This design comes from an exercise in tuning for small area on the open sky130 flow, not from production work. Function was checked by simulation only, so behaviour that the tests miss may differ from the original. Power is estimated from default activity; no workload was simulated.

==> flow/design.v (excerpt) <==
module axis_packet_receiver #(
    parameter int DEPTH = 64,
    parameter int CNT_W = 16
) (
    input  logic             clk,
    input  logic             rst_n,
    input  logic             s_tvalid,
    output logic             s_tready,
    input  logic [31:0]      s_tdata,
    input  logic             s_tlast,
    input  logic [7:0]       s_tdest,
    input  logic [3:0]       s_tuser,
    output logic             m_tvalid,
    input  logic             m_tready,
    output logic [31:0]      m_tdata,
    output logic             m_tlast,
    output logic [7:0]       m_tdest,
    output logic [3:0]       err_pulse,
    output logic [CNT_W-1:0] pkt_ok_cnt,
    output logic [CNT_W-1:0] pkt_err_cnt
);
Settings: LEC_CHECK=0, CAP_MARGIN=20, CORE_MARGIN=2, CORE_UTILIZATION=70, CTS_CLUSTER_DIAMETER=80, CTS_CLUSTER_SIZE=25, SLEW_MARGIN=20, SYNTH_HIERARCHICAL=1; clock period 5.0 ns.
run.sh (not shown) runs the stock make flow with config.mk's settings and CLKGATE_MAP_FILE= SYNTH_SCRIPT=/design/flow/synth_recipe.tcl, a recipe that flattens the netlist after the stock synthesis.
The first run passed the timing, DRC and antenna checks.
Then changed:
--- a/flow/design.v
+++ b/flow/design.v
@@ -133,40 +133,46 @@
                     end
                 end
             end
         end
     end
     assign pop_s     = m_tvalid_r & m_tready;
     assign rd_n      = pop_s ? (rd_r + PTR_ONE) : rd_r;
     assign valid_n_s = (rd_n != commit_r);
     assign load_s    = valid_n_s & (pop_s | ~m_tvalid_r);
     assign rp_n      = valid_n_s ? (rd_n[AW-1:0] + 1'b1) : rd_n[AW-1:0];
     assign first_n_s = pop_s ? m_tlast_r : rd_first_r;
-    localparam int NG = DEPTH / 3;
+    localparam int NG = (DEPTH + 2) / 3;
     logic [DEPTH-1:0]  rd_sel_s;
-    logic [NG:0]       aoi_s [33];
+    logic [3*NG-1:0]   sel_pad_s;
+    logic [32:0]       mem_pad_s [3*NG];
+    logic [NG-1:0]     aoi_s [33];
     always_comb begin
         for (int i = 0; i < DEPTH; i++) begin
             rd_sel_s[i] = rp_hi_r[i / 8] & rp_lo_r[i % 8];
         end
+        sel_pad_s = '0;
+        sel_pad_s[DEPTH-1:0] = rd_sel_s;
+        for (int i = 0; i < 3 * NG; i++) begin
+            mem_pad_s[i] = (i < DEPTH) ? mem_r[i] : '0;
+        end
     end
     for (genvar b = 0; b < 33; b++) begin : g_rd_bit
         for (genvar g = 0; g < NG; g++) begin : g_rd_grp
             axis_pkt_rx_aoi222 u_aoi (
-                .a0(rd_sel_s[3*g]),   .b0(mem_r[3*g][b]),
-                .a1(rd_sel_s[3*g+1]), .b1(mem_r[3*g+1][b]),
-                .a2(rd_sel_s[3*g+2]), .b2(mem_r[3*g+2][b]),
+                .a0(sel_pad_s[3*g]),   .b0(mem_pad_s[3*g][b]),
+                .a1(sel_pad_s[3*g+1]), .b1(mem_pad_s[3*g+1][b]),
+                .a2(sel_pad_s[3*g+2]), .b2(mem_pad_s[3*g+2][b]),
                 .y(aoi_s[b][g])
             );
         end
-        assign aoi_s[b][NG]  = ~(rd_sel_s[DEPTH-1] & mem_r[DEPTH-1][b]);
         assign rd_word_s[b] = ~&aoi_s[b];
     end
     always_ff @(posedge clk) begin
         if (we_s) begin
             mem_r[waddr_s] <= {s_tlast, s_tdata};
         end
     end
     always_ff @(posedge clk) begin
         if (load_s) begin
             {m_tlast_r, m_tdata_r} <= rd_word_s;
             if (first_n_s) begin
Result:
- The new run finished clean
- maximum frequency increases by 4.1%
- worst hold slack gets better by 0.030 ns
- cell count goes up by 1.7%
- setup slack gains 0.18 ns
- routed wire length went down by 3.0%

--- another note on this design; it stands on its own ---

Design axis_packet_receiver, start of the top module:
module axis_packet_receiver #(
    parameter int DEPTH = 64,
    parameter int CNT_W = 16
) (
    input  logic             clk,
    input  logic             rst_n,
    input  logic             s_tvalid,
    output logic             s_tready,
    input  logic [31:0]      s_tdata,
    input  logic             s_tlast,
    input  logic [7:0]       s_tdest,
    input  logic [3:0]       s_tuser,
    output logic             m_tvalid,
    input  logic             m_tready,
    output logic [31:0]      m_tdata,
    output logic             m_tlast,
    output logic [7:0]       m_tdest,
    output logic [3:0]       err_pulse,
    output logic [CNT_W-1:0] pkt_ok_cnt,
    output logic [CNT_W-1:0] pkt_err_cnt
);
Size in the first run: about 3900 cells after synthesis, about 2200 flip-flops, roughly 0.079 mm2 of cells after synthesis.
clock: 5.0 ns
lec_check: 0
cap_margin: 20
core_margin: 2
core_utilization: 80
cts_cluster_diameter: 80
cts_cluster_size: 25
gpl_routability_driven: 0
slew_margin: 20
synth_hierarchical: 1
run.sh (not shown) runs the stock make flow with config.mk's settings and CLKGATE_MAP_FILE= SYNTH_SCRIPT=/design/flow/synth_recipe.tcl, a recipe that flattens the netlist after the stock synthesis.
Next try:
- CORE_UTILIZATION: 80 -> 75
After rerunning:
- The changed run completed with no timing, DRC or antenna violations
- first-iteration DRC count decreases by 25%
- area after synthesis stays the same
- clock power goes down by 3.0%
- non-clock buffer count went up by 10
- final cell count rises by 1.8%
- critical path depth went up by 12
- clock-buffer cell count fell by 9
- via count is lower by 4.0%
- core utilization came out lower by 5.7 points
Next try:
- CORE_UTILIZATION: 75 -> 70
- CTS_CLUSTER_DIAMETER: 80 -> 70
- CTS_CLUSTER_SIZE: 25 -> 28
Outcome: The new run completed without violations; utilization drops by 4.7 points; wire length hardly moves; non-clock buffer count went up by 7; sequential share of layout area fell by 0.72 points; critical path depth does not change; global-route usage falls by 3.0 points; power is higher by about 2.7%.
Next try:
- CTS_CLUSTER_DIAMETER: 70 -> 80
- CTS_CLUSTER_SIZE: 28 -> 25
=> Wire length is lower by 0.31%. Power goes down by 2.5%. Non-clock buffer count stays the same.

## port drivers added, routing unchanged
The flow's constraints put no driver on any port. The routed layouts listed below were extracted and timed again, unchanged, in two steps.
Step 1 (the two cells are an assumption about what drives the block):
set clk [get_ports {clk}]
set_driving_cell -lib_cell sky130_fd_sc_hd__clkbuf_16 $clk
set_driving_cell -lib_cell sky130_fd_sc_hd__buf_2 [delete_from_list [all_inputs] $clk]
Step 2, shift: input delay + t, output delay - t, t = (earliest + latest rising clock arrival at the registers) / 2. This alone moves slack from input paths to output paths.
Slacks: no drivers / after step 1 / after step 2; pairs: no drivers / after step 1.
| run | shift t [ns] | setup slack, ns | hold slack, ns |
|---|---|---|---|
| the first run of note 1 | 0.803 | 0.465 / 0.519 / -0.284 | 0.284 / 0.233 / 0.506 |
| the second run of note 1 | 0.814 | 0.645 / 0.711 / -0.103 | 0.314 / 0.251 / 0.499 |
| the first run of note 2 | 0.807 | 0.492 / 0.492 / -0.173 | 0.326 / 0.268 / 0.535 |
| the second run of note 2 | 0.801 | 0.605 / 0.605 / -0.044 | 0.302 / 0.247 / 0.515 |
| the third run of note 2 | 0.796 | 0.536 / 0.536 / -0.119 | 0.349 / 0.304 / 0.527 |
| the fourth run of note 2 | 0.786 | 0.500 / 0.500 / -0.129 | 0.354 / 0.305 / 0.525 |
Met with ideal ports but missed after step 2: setup timing in every run listed. The setup slack of the first run of note 1, which loses most, moves by +0.054 ns with the drivers and by -0.749 ns with both steps.
